Source: an optimization exercise on an open RTL-to-GDS flow (aim: small area, a short achievable clock period and few clock cycles per item). Production flows keep margins and buffers that such runs may drop. Function was not checked in any run shown here: the RTL went through the layout flow alone. Power and IR drop assume default switching activity.

==> flow/design.v, too long to show whole: its modules and the start of the top module <==
// module cnn_dvcon_fa: 11 lines
// module cnn_dvcon_bsel: 11 lines
// module cnn_dvcon: 3242 lines
module cnn_dvcon
(
  input  logic               aclk,
  input  logic               aresetn,
  input  logic [cnn_dvcon_pkg::TDATA_W-1:0] s_axis_tdata,
  input  logic               s_axis_tvalid,
  output logic               s_axis_tready,
  output logic [cnn_dvcon_pkg::ACC_W-1:0]   m_axis_tdata,
  output logic               m_axis_tvalid,
  input  logic               m_axis_tready
);
  // ...
==> flow/flow/run.sh <==
#!/bin/bash
# Standard layout (the standard.sh), except that the port buffers are
# sky130_fd_sc_hd__buf_2 cells rather than the delay cells buffer_ports picks by default.
set -e
export BUFFER_PORTS_ARGS="-buffer_cell sky130_fd_sc_hd__buf_2"
bash standard.sh > standard_flow.log 2>&1
==> flow/standard.sh <==
#!/bin/bash
# synth_recipe.tcl (not shown) runs the flow's synth.tcl, then flattens the netlist and writes it again
# the make line also repeats each setting of config.mk as NAME=value (left out here)
make -C /OpenROAD-flow-scripts/flow DESIGN_CONFIG=/design/flow/config.mk WORK_HOME=/design/flow/orfs CLKGATE_MAP_FILE= SYNTH_SCRIPT=/design/flow/synth_recipe.tcl "${@:-finish}"
==> flow/config.mk <==
export PLATFORM = sky130hd
export DESIGN_NAME = cnn_dvcon
export DESIGN_NICKNAME = cnn_dvcon
export VERILOG_FILES = /design/flow/design.v
export SDC_FILE = /design/flow/constraint.sdc
export NUM_CORES = 4
export LEC_CHECK = 0
export CAP_MARGIN = 20
export CORE_MARGIN = 2
export CORE_UTILIZATION = 40
export SLEW_MARGIN = 20
export SYNTH_HIERARCHICAL = 1
==> flow/constraint.sdc <==
create_clock -name core_clock -period 8.0 [get_ports {aclk}]
set_input_delay 1.6000 -clock core_clock [delete_from_list [all_inputs] [get_ports {aclk}]]
set_output_delay 1.6000 -clock core_clock [all_outputs]
set_load 0.01 [all_outputs]
==> qor.yml, run 1 <==
timing:
  slew_viol_final: 0
  holdWs_ps: 435
  setup-tns-final_ps: 0
  fin_crit_ps: 4540
  rsz0062_at_grt: "no"
floorplanning:
  die_y_um: 229
  die_width_um: 229
  rows: 82
finish:
  final_util_pct: 44.1
  area.growth.synth_to_final_pct: 8.87
  nMultiInputCombCells: 1202
setup_path:
  cpPeakStageDelay_ps: 550
  path_buf_inv: 0
  crit_chain: "fa_1, fa_1, fa_1, fa_1, fa_1, fa_1, fa_1, fa_1, fa_1"
  path_class: "reg2reg"
  slowest_stage: "fa_1"
synthesis:
  synth_ff_type: "edfxtp_1"
routing:
  wl_um: 64000
  dr.pass1.iters: 5
  drt-met1-wl_um: 24500
  drt_drc_violations_left: 0
clock_tree:
  cts_buffer_depth: 2
  post_cts_buffers: 0
global_routing:
  grt_max_degree: 166
  grt.busiest_layer: "met2"
  track_usage_pct: 25.2
  gr-usage-met1_pct: 32.8
status:
  status: "complete, no violations"
run:
  drv_cap: 0
hold_path:
  hold_end: "r1_r0_fs_3$_DFFE_PP_"
==> run 2, diff against run 1 <==
--- a/flow/design.v
+++ b/flow/design.v
@@ -14,16 +14,34 @@
   input  logic b,
   input  logic c,
   output logic s,
   output logic co
 );
   assign s  = a ^ b ^ c;
   assign co = (a & b) | (a & c) | (b & c);
 endmodule
+module cnn_dvcon_ha
+(
+  input  logic a,
+  input  logic b,
+  output logic s,
+  output logic co
+);
+  assign s  = a ^ b;
+  assign co = a & b;
+endmodule
+module cnn_dvcon_en
+(
+  input  logic m_valid,
+  input  logic m_ready,
+  output logic en
+);
+  assign en = !m_valid || m_ready;
+endmodule
 module cnn_dvcon_bsel
 (
   input  logic one,
   input  logic two,
   input  logic neg,
   input  logic x1,
   input  logic x0,
   output logic p
@@ -1879,60 +1897,82 @@
   logic fs_550;
   logic fc_550;
   logic fs_551;
   logic fc_551;
   logic fs_552;
   logic fc_552;
   logic fs_553;
   logic fc_553;
+  logic hs_0;
+  logic hc_0;
   logic fs_554;
   logic fc_554;
   logic fs_555;
   logic fc_555;
   logic fs_556;
   logic fc_556;
   logic fs_557;
   logic fc_557;
-  logic fs_558;
-  logic fc_558;
-  logic fs_559;
-  logic fc_559;
+  logic hs_1;
+  logic hc_1;
+  logic hs_2;
+  logic hc_2;
+  logic hs_3;
+  logic hc_3;
+  logic hs_4;
+  logic hc_4;
+  logic hs_5;
+  logic hc_5;
+  logic hs_6;
+  logic hc_6;
+  logic hs_7;
+  logic hc_7;
+  logic hs_8;
+  logic hc_8;
+  logic hs_9;
+  logic hc_9;
+  logic hs_10;
+  logic hc_10;
+  logic hs_11;
+  logic hc_11;
+  logic r1_hc_2;
+  logic r1_hc_3;
+  logic r1_hc_4;
+  logic r1_hc_5;
+  logic r1_hc_6;
+  logic r1_hc_7;
+  logic r1_hc_8;
+  logic r1_hc_9;
+  logic r1_hc_10;
+  logic r1_hc_11;
   logic r1_r0_fs_3;
   logic r1_fs_428;
   logic r1_fs_430;
   logic r1_fs_434;
   logic r1_fs_440;
   logic r1_fs_448;
   logic r1_fs_458;
-  logic r1_fc_458;
-  logic r1_fs_469;
-  logic r1_fc_469;
-  logic r1_fs_482;
-  logic r1_fc_482;
-  logic r1_fs_496;
+  logic r1_hs_2;
+  logic r1_hs_3;
+  logic r1_hs_4;
   logic r1_fs_510;
-  logic r1_fc_510;
-  logic r1_fs_523;
-  logic r1_fc_523;
-  logic r1_fs_534;
-  logic r1_fc_534;
-  logic r1_fs_543;
-  logic r1_fc_543;
-  logic r1_fs_549;
-  logic r1_fs_554;
-  logic r1_fs_557;
-  logic r1_fs_559;
-  logic r1_fc_558;
-  logic r1_fc_559;
+  logic r1_hs_5;
+  logic r1_hs_6;
+  logic r1_hs_7;
+  logic r1_hs_8;
+  logic r1_hs_9;
+  logic r1_fs_556;
+  logic r1_hs_10;
+  logic r1_hs_11;
   logic en;
   logic [ACC_W-1:0] rowa, rowb, msum, sum;
   logic [2:1] vld;
-  assign en = !m_axis_tvalid || m_axis_tready;
-  assign s_axis_tready = en;
+  cnn_dvcon_en u_en (.m_valid(m_axis_tvalid), .m_ready(m_axis_tready), .en(en));
+  cnn_dvcon_en u_rdy (.m_valid(m_axis_tvalid), .m_ready(m_axis_tready), .en(s_axis_tready));
   assign m_axis_tvalid = vld[2];
   always_ff @(posedge aclk or negedge aresetn)
     if (!aresetn) vld <= '0;
     else if (en) vld <= {vld[1:1], s_axis_tvalid};
   assign pp_0_0_0 = ~(s_axis_tdata[64] & s_axis_tdata[136]);
   assign pp_0_0_1 = ~(s_axis_tdata[64] & s_axis_tdata[137]);
   assign pp_0_0_2 = ~(s_axis_tdata[64] & s_axis_tdata[138]);
   assign pp_0_0_3 = ~(s_axis_tdata[64] & s_axis_tdata[139]);
@@ -3067,23 +3107,33 @@
   cnn_dvcon_fa u_fa546 (.a(fc_536), .b(fc_537), .c(fs_544), .s(fs_546), .co(fc_546));
   cnn_dvcon_fa u_fa547 (.a(fc_538), .b(fc_539), .c(fs_545), .s(fs_547), .co(fc_547));
   cnn_dvcon_fa u_fa548 (.a(fs_546), .b(fc_540), .c(fs_547), .s(fs_548), .co(fc_548));
   cnn_dvcon_fa u_fa549 (.a(fc_541), .b(fs_548), .c(fc_542), .s(fs_549), .co(fc_549));
   cnn_dvcon_fa u_fa550 (.a(r0_fc_421), .b(r0_fs_425), .c(r0_fc_422), .s(fs_550), .co(fc_550));
   cnn_dvcon_fa u_fa551 (.a(r0_fc_423), .b(r0_fs_426), .c(fc_544), .s(fs_551), .co(fc_551));
   cnn_dvcon_fa u_fa552 (.a(fs_550), .b(fc_545), .c(fc_546), .s(fs_552), .co(fc_552));
   cnn_dvcon_fa u_fa553 (.a(fs_551), .b(fc_547), .c(fs_552), .s(fs_553), .co(fc_553));
-  cnn_dvcon_fa u_fa554 (.a(fc_548), .b(fs_553), .c(fc_549), .s(fs_554), .co(fc_554));
-  cnn_dvcon_fa u_fa555 (.a(r0_fc_426), .b(r0_fs_427), .c(fc_550), .s(fs_555), .co(fc_555));
-  cnn_dvcon_fa u_fa556 (.a(fc_551), .b(fs_555), .c(fc_552), .s(fs_556), .co(fc_556));
-  cnn_dvcon_fa u_fa557 (.a(fc_553), .b(fs_556), .c(fc_554), .s(fs_557), .co(fc_557));
-  assign fs_558 = ~(fc_555 ^ r0_fc_427);
-  assign fc_558 = fc_555 | r0_fc_427;
-  cnn_dvcon_fa u_fa559 (.a(fs_558), .b(fc_556), .c(fc_557), .s(fs_559), .co(fc_559));
+  cnn_dvcon_ha u_ha0 (.a(fc_548), .b(fs_553), .s(hs_0), .co(hc_0));
+  cnn_dvcon_fa u_fa554 (.a(r0_fc_426), .b(r0_fs_427), .c(fc_550), .s(fs_554), .co(fc_554));
+  cnn_dvcon_fa u_fa555 (.a(fc_551), .b(fs_554), .c(fc_552), .s(fs_555), .co(fc_555));
+  cnn_dvcon_fa u_fa556 (.a(fc_553), .b(fs_555), .c(hc_0), .s(fs_556), .co(fc_556));
+  assign fs_557 = ~(fc_554 ^ r0_fc_427);
+  assign fc_557 = fc_554 | r0_fc_427;
+  cnn_dvcon_ha u_ha1 (.a(fs_557), .b(fc_555), .s(hs_1), .co(hc_1));
+  cnn_dvcon_ha u_ha2 (.a(fs_469), .b(fc_458), .s(hs_2), .co(hc_2));
+  cnn_dvcon_ha u_ha3 (.a(fc_469), .b(fs_482), .s(hs_3), .co(hc_3));
+  cnn_dvcon_ha u_ha4 (.a(fc_482), .b(fs_496), .s(hs_4), .co(hc_4));
+  cnn_dvcon_ha u_ha5 (.a(fs_523), .b(fc_510), .s(hs_5), .co(hc_5));
+  cnn_dvcon_ha u_ha6 (.a(fc_523), .b(fs_534), .s(hs_6), .co(hc_6));
+  cnn_dvcon_ha u_ha7 (.a(fc_534), .b(fs_543), .s(hs_7), .co(hc_7));
+  cnn_dvcon_ha u_ha8 (.a(fc_543), .b(fs_549), .s(hs_8), .co(hc_8));
+  cnn_dvcon_ha u_ha9 (.a(hs_0), .b(fc_549), .s(hs_9), .co(hc_9));
+  cnn_dvcon_ha u_ha10 (.a(hs_1), .b(fc_556), .s(hs_10), .co(hc_10));
+  cnn_dvcon_ha u_ha11 (.a(fc_557), .b(hc_1), .s(hs_11), .co(hc_11));
   always_ff @(posedge aclk)
     if (en) begin
       r0_fs_3 <= fs_3;
       r0_fs_11 <= fs_11;
       r0_fs_12 <= fs_12;
       r0_fs_13 <= fs_13;
       r0_fc_13 <= fc_13;
       r0_fs_28 <= fs_28;
@@ -3234,42 +3284,155 @@
       r0_fc_421 <= fc_421;
       r0_fs_425 <= fs_425;
       r0_fc_422 <= fc_422;
       r0_fc_423 <= fc_423;
       r0_fs_426 <= fs_426;
       r0_fc_426 <= fc_426;
       r0_fs_427 <= fs_427;
       r0_fc_427 <= fc_427;
+      r1_hc_2 <= hc_2;
+      r1_hc_3 <= hc_3;
+      r1_hc_4 <= hc_4;
+      r1_hc_5 <= hc_5;
+      r1_hc_6 <= hc_6;
+      r1_hc_7 <= hc_7;
+      r1_hc_8 <= hc_8;
+      r1_hc_9 <= hc_9;
+      r1_hc_10 <= hc_10;
+      r1_hc_11 <= hc_11;
       r1_r0_fs_3 <= r0_fs_3;
       r1_fs_428 <= fs_428;
       r1_fs_430 <= fs_430;
       r1_fs_434 <= fs_434;
       r1_fs_440 <= fs_440;
       r1_fs_448 <= fs_448;
       r1_fs_458 <= fs_458;
-      r1_fc_458 <= fc_458;
-      r1_fs_469 <= fs_469;
-      r1_fc_469 <= fc_469;
-      r1_fs_482 <= fs_482;
-      r1_fc_482 <= fc_482;
-      r1_fs_496 <= fs_496;
+      r1_hs_2 <= hs_2;
+      r1_hs_3 <= hs_3;
+      r1_hs_4 <= hs_4;
       r1_fs_510 <= fs_510;
-      r1_fc_510 <= fc_510;
-      r1_fs_523 <= fs_523;
-      r1_fc_523 <= fc_523;
-      r1_fs_534 <= fs_534;
-      r1_fc_534 <= fc_534;
-      r1_fs_543 <= fs_543;
-      r1_fc_543 <= fc_543;
-      r1_fs_549 <= fs_549;
-      r1_fs_554 <= fs_554;
-      r1_fs_557 <= fs_557;
-      r1_fs_559 <= fs_559;
-      r1_fc_558 <= fc_558;
-      r1_fc_559 <= fc_559;
+      r1_hs_5 <= hs_5;
+      r1_hs_6 <= hs_6;
+      r1_hs_7 <= hs_7;
+      r1_hs_8 <= hs_8;
+      r1_hs_9 <= hs_9;
+      r1_fs_556 <= fs_556;
+      r1_hs_10 <= hs_10;
+      r1_hs_11 <= hs_11;
     end
-  assign rowa = {1'b1, r1_fc_558, r1_fs_559, r1_fs_557, r1_fs_554, r1_fc_543, r1_fc_534, r1_fc_523, r1_fc_510, r1_fs_510, r1_fc_482, r1_fc_469, r1_fc_458, r1_fs_458, r1_fs_448, r1_fs_440, r1_fs_434, r1_fs_430, r1_fs_428, r1_r0_fs_3};
-  assign rowb = {1'b0, r1_fc_559, 1'b0, 1'b0, 1'b0, r1_fs_549, r1_fs_543, r1_fs_534, r1_fs_523, 1'b0, r1_fs_496, r1_fs_482, r1_fs_469, 1'b0, 1'b0, 1'b0, 1'b0, 1'b0, 1'b0, 1'b0};
-  assign msum = rowa + rowb;
+  assign rowa = {1'b1, r1_hs_11, r1_hs_10, r1_fs_556, r1_hs_9, r1_hs_8, r1_hs_7, r1_hs_6, r1_hs_5, r1_fs_510, r1_hs_4, r1_hs_3, r1_hs_2, r1_fs_458, r1_fs_448, r1_fs_440, r1_fs_434, r1_fs_430, r1_fs_428, r1_r0_fs_3};
+  assign rowb = {1'b0, 1'b0, 1'b0, 1'b0, 1'b0, 1'b0, 1'b0, 1'b0, 1'b0, 1'b0, 1'b0, 1'b0, 1'b0, 1'b0, 1'b0, 1'b0, 1'b0, 1'b0, 1'b0, 1'b0};
+  logic kg0_8, kp0_8;
+  assign kg0_8 = r1_hc_3 | (r1_hs_3 & r1_hc_2);
+  assign kp0_8 = r1_hs_3 & r1_hs_2;
+  logic kg0_9, kp0_9;
+  assign kg0_9 = r1_hc_4 | (r1_hs_4 & r1_hc_3);
+  assign kp0_9 = r1_hs_4 & r1_hs_3;
+  logic kg0_10, kp0_10;
+  assign kg0_10 = 1'b0 | (r1_fs_510 & r1_hc_4);
+  assign kp0_10 = r1_fs_510 & r1_hs_4;
+  logic kg0_11, kp0_11;
+  assign kg0_11 = r1_hc_5 | (r1_hs_5 & 1'b0);
+  assign kp0_11 = r1_hs_5 & r1_fs_510;
+  logic kg0_12, kp0_12;
+  assign kg0_12 = r1_hc_6 | (r1_hs_6 & r1_hc_5);
+  assign kp0_12 = r1_hs_6 & r1_hs_5;
+  logic kg0_13, kp0_13;
+  assign kg0_13 = r1_hc_7 | (r1_hs_7 & r1_hc_6);
+  assign kp0_13 = r1_hs_7 & r1_hs_6;
+  logic kg0_14, kp0_14;
+  assign kg0_14 = r1_hc_8 | (r1_hs_8 & r1_hc_7);
+  assign kp0_14 = r1_hs_8 & r1_hs_7;
+  logic kg0_15, kp0_15;
+  assign kg0_15 = r1_hc_9 | (r1_hs_9 & r1_hc_8);
+  assign kp0_15 = r1_hs_9 & r1_hs_8;
+  logic kg0_16, kp0_16;
+  assign kg0_16 = 1'b0 | (r1_fs_556 & r1_hc_9);
+  assign kp0_16 = r1_fs_556 & r1_hs_9;
+  logic kg0_17, kp0_17;
+  assign kg0_17 = r1_hc_10 | (r1_hs_10 & 1'b0);
+  assign kp0_17 = r1_hs_10 & r1_fs_556;
+  logic kg0_18, kp0_18;
+  assign kg0_18 = r1_hc_11 | (r1_hs_11 & r1_hc_10);
+  assign kp0_18 = r1_hs_11 & r1_hs_10;
+  logic kg0_19, kp0_19;
+  assign kg0_19 = 1'b0 | (1'b1 & r1_hc_11);
+  assign kp0_19 = 1'b1 & r1_hs_11;
+  logic kg1_9, kp1_9;
+  assign kg1_9 = kg0_9 | (kp0_9 & r1_hc_2);
+  assign kp1_9 = kp0_9 & r1_hs_2;
+  logic kg1_10, kp1_10;
+  assign kg1_10 = kg0_10 | (kp0_10 & kg0_8);
+  assign kp1_10 = kp0_10 & kp0_8;
+  logic kg1_11, kp1_11;
+  assign kg1_11 = kg0_11 | (kp0_11 & kg0_9);
+  assign kp1_11 = kp0_11 & kp0_9;
+  logic kg1_12, kp1_12;
+  assign kg1_12 = kg0_12 | (kp0_12 & kg0_10);
+  assign kp1_12 = kp0_12 & kp0_10;
+  logic kg1_13, kp1_13;
+  assign kg1_13 = kg0_13 | (kp0_13 & kg0_11);
+  assign kp1_13 = kp0_13 & kp0_11;
+  logic kg1_14, kp1_14;
+  assign kg1_14 = kg0_14 | (kp0_14 & kg0_12);
+  assign kp1_14 = kp0_14 & kp0_12;
+  logic kg1_15, kp1_15;
+  assign kg1_15 = kg0_15 | (kp0_15 & kg0_13);
+  assign kp1_15 = kp0_15 & kp0_13;
+  logic kg1_16, kp1_16;
+  assign kg1_16 = kg0_16 | (kp0_16 & kg0_14);
+  assign kp1_16 = kp0_16 & kp0_14;
+  logic kg1_17, kp1_17;
+  assign kg1_17 = kg0_17 | (kp0_17 & kg0_15);
+  assign kp1_17 = kp0_17 & kp0_15;
+  logic kg1_18, kp1_18;
+  assign kg1_18 = kg0_18 | (kp0_18 & kg0_16);
+  assign kp1_18 = kp0_18 & kp0_16;
+  logic kg1_19, kp1_19;
+  assign kg1_19 = kg0_19 | (kp0_19 & kg0_17);
+  assign kp1_19 = kp0_19 & kp0_17;
+  logic kg2_11, kp2_11;
+  assign kg2_11 = kg1_11 | (kp1_11 & r1_hc_2);
+  assign kp2_11 = kp1_11 & r1_hs_2;
+  logic kg2_12, kp2_12;
+  assign kg2_12 = kg1_12 | (kp1_12 & kg0_8);
+  assign kp2_12 = kp1_12 & kp0_8;
+  logic kg2_13, kp2_13;
+  assign kg2_13 = kg1_13 | (kp1_13 & kg1_9);
+  assign kp2_13 = kp1_13 & kp1_9;
+  logic kg2_14, kp2_14;
+  assign kg2_14 = kg1_14 | (kp1_14 & kg1_10);
+  assign kp2_14 = kp1_14 & kp1_10;
+  logic kg2_15, kp2_15;
+  assign kg2_15 = kg1_15 | (kp1_15 & kg1_11);
+  assign kp2_15 = kp1_15 & kp1_11;
+  logic kg2_16, kp2_16;
+  assign kg2_16 = kg1_16 | (kp1_16 & kg1_12);
+  assign kp2_16 = kp1_16 & kp1_12;
+  logic kg2_17, kp2_17;
+  assign kg2_17 = kg1_17 | (kp1_17 & kg1_13);
+  assign kp2_17 = kp1_17 & kp1_13;
+  logic kg2_18, kp2_18;
+  assign kg2_18 = kg1_18 | (kp1_18 & kg1_14);
+  assign kp2_18 = kp1_18 & kp1_14;
+  logic kg2_19, kp2_19;
+  assign kg2_19 = kg1_19 | (kp1_19 & kg1_15);
+  assign kp2_19 = kp1_19 & kp1_15;
+  logic kg3_15, kp3_15;
+  assign kg3_15 = kg2_15 | (kp2_15 & r1_hc_2);
+  assign kp3_15 = kp2_15 & r1_hs_2;
+  logic kg3_16, kp3_16;
+  assign kg3_16 = kg2_16 | (kp2_16 & kg0_8);
+  assign kp3_16 = kp2_16 & kp0_8;
+  logic kg3_17, kp3_17;
+  assign kg3_17 = kg2_17 | (kp2_17 & kg1_9);
+  assign kp3_17 = kp2_17 & kp1_9;
+  logic kg3_18, kp3_18;
+  assign kg3_18 = kg2_18 | (kp2_18 & kg1_10);
+  assign kp3_18 = kp2_18 & kp1_10;
+  logic kg3_19, kp3_19;
+  assign kg3_19 = kg2_19 | (kp2_19 & kg2_11);
+  assign kp3_19 = kp2_19 & kp2_11;
+  assign msum = {(1'b1 ^ kg3_18), (r1_hs_11 ^ kg3_17), (r1_hs_10 ^ kg3_16), (r1_fs_556 ^ kg3_15), (r1_hs_9 ^ kg2_14), (r1_hs_8 ^ kg2_13), (r1_hs_7 ^ kg2_12), (r1_hs_6 ^ kg2_11), (r1_hs_5 ^ kg1_10), (r1_fs_510 ^ kg1_9), (r1_hs_4 ^ kg0_8), (r1_hs_3 ^ r1_hc_2), r1_hs_2, r1_fs_458, r1_fs_448, r1_fs_440, r1_fs_434, r1_fs_430, r1_fs_428, r1_r0_fs_3};
   assign sum = ~msum;
   assign m_axis_tdata = sum;
 endmodule
==> qor.yml, run 2 <==
status:
  status: "complete, no violations"
clock_tree:
  clk_latency_ps: 450
  cts_buffer_depth: 2  # unchanged
  clk_pin_slew_ps: 80
  cts.sinks: 189
  cts_resized: 0
  cts_buffers: 17
  cts-htree-levels: 4
  cts_root_buf: "clkbuf_16"
  cts_tree: "built"
  cts_hold_buf: 0
  post_cts_buffers: 0  # unchanged
setup_path:
  worst-path-stages: 8
  crit_chain: "fa_1, fa_1, fa_1, fa_1, fa_1, fa_1, fa_1, ha_1"
  rr_startpoint: "r0_fc_81$_DFFE_PP_"
  path_class: "reg2reg"
  cp_data_arrival_time_ps: 4200
  start_kind: "flop"
  end_kind: "flop"
  rrSetupSlack_ps: 3990
  path_buf_inv: 0  # unchanged
  cp_common_cell: "fa_1"
  cp.required_ps: 8200
  worstRegToRegCells: 8
  cp_max_fo: 1
  slowest_stage: "fa_1"
  r2r_end: "r1_hs_5$_DFFE_PP_"
  crit_family: "adder cells"
  cpPeakStageDelay_ps: 490  # -60 ps
synthesis:
  synthMostInstantiatedCell: "fa_1"
  yosysTopAreaCell: "fa_1"
  synth_cell_types: 32
  yosys_register_bits: 189
  seq_area_frac_synth_pct: 28.3
  syn_inst: 1480
  yosys_warnings: 7
  ys_top_cells_by_area: "fa_1 (55%), edfxtp_1 (28%), nand2_1 (9.3%)"
  synth_area_sq_um: 20000
  syn-num-nets: 2199
  avgSynthCellArea_sq_um: 13.5
  synth_commonest_cells: "fa_1 (547), nand2_1 (495), edfxtp_1 (187), and2_1 (82), clkbuf_1 (58)"
  async_flop_share_pct: 1.06
  synth.top_cell.area_share_pct: 54.7
  synth_edf_count: 187
  synth_ff_type: "edfxtp_1"
timing:
  report.final.hold_viol_count: 0
  finalCritPeriodShare_pct: 50.1
  slew_viol_final: 0  # unchanged
  clock_skew_ps: 12.3
  slew_headroom_pct: 29.8
  fin_crit_ps: 4010  # -536 ps
  worstMarginPinSlew_ps: 1050
  finalWorstSetupSlack_ps: 3990
  setup-tns-final_ps: 0  # unchanged
  max_freq_ghz: 0.250
  finalSetupViolations: 0
  rsz0062_at_grt: "no"
floorplanning:
  rows: 81  # -1.2%
  ios: 170
  die_area_sq_um: 51800
  die_y_um: 228  # -0.68%
  start_util_pct: 40.7
  die_width_um: 228  # -0.68%
  core_region_area_sq_um: 49200
power_and_ir_drop:
  powerDensity_nw_per_um2: 546
  leakage_nw: 7.91
  ir_worst_vdd_mv: 0.643
global_routing:
  grt_pass1_wl_um: 95500
  antenna_found_initial: 8
  grt_max_degree: 76  # -54%
  overflow: 0
  grt_pass1_vias: 13900
  track_usage_pct: 26.8  # +1.6 points
finish:
  drive_gt1_share_pct: 12.8
  layout_commonest_cell: "fa_1"
  n_antenna_cell: 0
  area.growth.synth_to_final_pct: 10.3
  finalNetCount: 2329
  final_cell_mix: "fa_1 (547), nand2_1 (495), edfxtp_1 (187), buf_2 (169), and2_1 (82)"
  top_register: "vld"
  largest_reg_flops: 2
  design_area_sq_um: 22100
routing:
  dr.pass1.iters: 5  # unchanged
  wl_per_cell_um: 28.8
  antenna_left: 0
  viasPerCell: 5.45
  drt_drc_violations_left: 0  # unchanged
  via_count: 12500
  drt_first_iter_violations: 1315
  wl_um: 65800  # +2.8%
hold_path:
  worstHoldPathType: "reg2reg"
  hold_path_startpoint: "r0_fs_3$_DFFE_PP_"
  hold_end: "r1_r0_fs_3$_DFFE_PP_"
  hold_depth: 0
placement:
  place_ws_ps: 3600
  dpl-instance-area_sq_um: 21500
  io_buffer_count: 169
  dp_hpwl_um: 57600
  gp_congestion: 0.983
run:
  drv_cap: 0  # unchanged
## run 2: per-stage QoR
stage | total power, mW | utilization [%] | cells | hold slack [ps]
after floorplan | 8.33 | - | 1480 | 400
after global placement | 11.2 | 43.7 | 2255 | 402
after detailed placement | 11.5 | 43.7 | 2255 | 407
after CTS | 12.4 | 44.9 | 2287 | 425
after global routing | 13.6 | 44.9 | 2287 | 430
final | 12.0 | 44.9 | 2287 | 430
## run 2: cell families after synthesis
| logic type | Yosys count | share of synthesized area, % |
|---|---|---|
| AND/OR/NAND/NOR | 587 | 12.2 |
| adder cells (fa/ha/maj) | 571 | 56.2 |
| flip-flops | 189 | 28.3 |
| buffers and inverters | 96 | 1.83 |
| AO/OA/AOI/OAI | 26 | 0.957 |
| XOR/XNOR | 9 | 0.394 |
| multiplexers | 2 | 0.113 |
## run 2: how the worst max path moves through the flow
stage / start / end / slack, ps
final: r0_fc_81$_DFFE_PP_ / r1_hs_5$_DFFE_PP_ / 3990
after global routing: r1_hc_2$_DFFE_PP_ / m_axis_tdata[15] / 3820
after CTS: r0_fc_81$_DFFE_PP_ / r1_hs_5$_DFFE_PP_ / 3930
after detailed placement: s_axis_tdata[104] / r0_fs_164$_DFFE_PP_ / 3600
after global placement: s_axis_tdata[104] / r0_fs_164$_DFFE_PP_ / 3560
after floorplan: m_axis_tready / vld[1]$_DFFE_PN0P_ / 1030
## run 2: modules after synthesis (local to each module, per instance)
module / cell area, sq um / flops+latches / copies in the design
cnn_dvcon: 8890 / 189 / 1
cnn_dvcon_en: 6.26 / 0 / 2
cnn_dvcon_fa: 20.0 / 0 / 547
cnn_dvcon_ha: 12.5 / 0 / 12
## run 2: metal layers
metal | up-vias | wire length (um) | track usage (%)
met4 | 14 | 1510 | 6.43
met2 | 688 | 32200 | 44.3
li1 | 4889 | - | -
met1 | 6761 | 26000 | 36.4
met3 | 111 | 6010 | 6.04
met5 | - | 91 | 0
## run 2: cell type report
cell class	count	area, sq um
Sequential cell	189	5670
Clock buffer	21	460
Fill cell	4521	27100
Clock inverter	11	133
Tap cell	664	831
Multi-Input combinational cell	1195	14000
Inverter	36	135
Timing Repair Buffer	171	861
## run 2: power breakdown
group          internal [mW]  total (mW)  switching, mW
Clock                  0.482       0.889          0.407
Combinational           3.83        8.26           4.43
Sequential              2.61        2.90          0.291

==> separate check: timing with driven ports <==
No port has a modelled driver above. Below, the same layouts with a new extraction and two added sets of constraints.
Step 1 sets driving cells, clkbuf_16 on the clock port and buf_2 on the other inputs (assumed; they add their load-dependent delay and slew).
Step 2 moves the port delays by t, midway between the first and last clock arrival at a register: inputs arrive t later, outputs are due t later. That takes back most of the time a late clock gives input paths.
Three values: ideal ports, drivers, drivers and shift; two values: the first two.
| run | shift t [ns] | setup WS [ns] | hold WS [ns] | worst data-port slew with drivers (ns) |
|---|---|---|---|---|
| run 1 | 0.494 | 3.458 / 3.458 / 3.458 | 0.435 / 0.435 / 0.435 | 0.09 |
| run 2 | 0.494 | 3.993 / 3.993 / 3.544 | 0.430 / 0.430 / 0.430 | 0.08 |
After both steps every run listed still meets setup and hold. For run 2, which loses most, drivers alone change the setup slack by 0.000 ns; drivers and shift together by -0.449 ns.
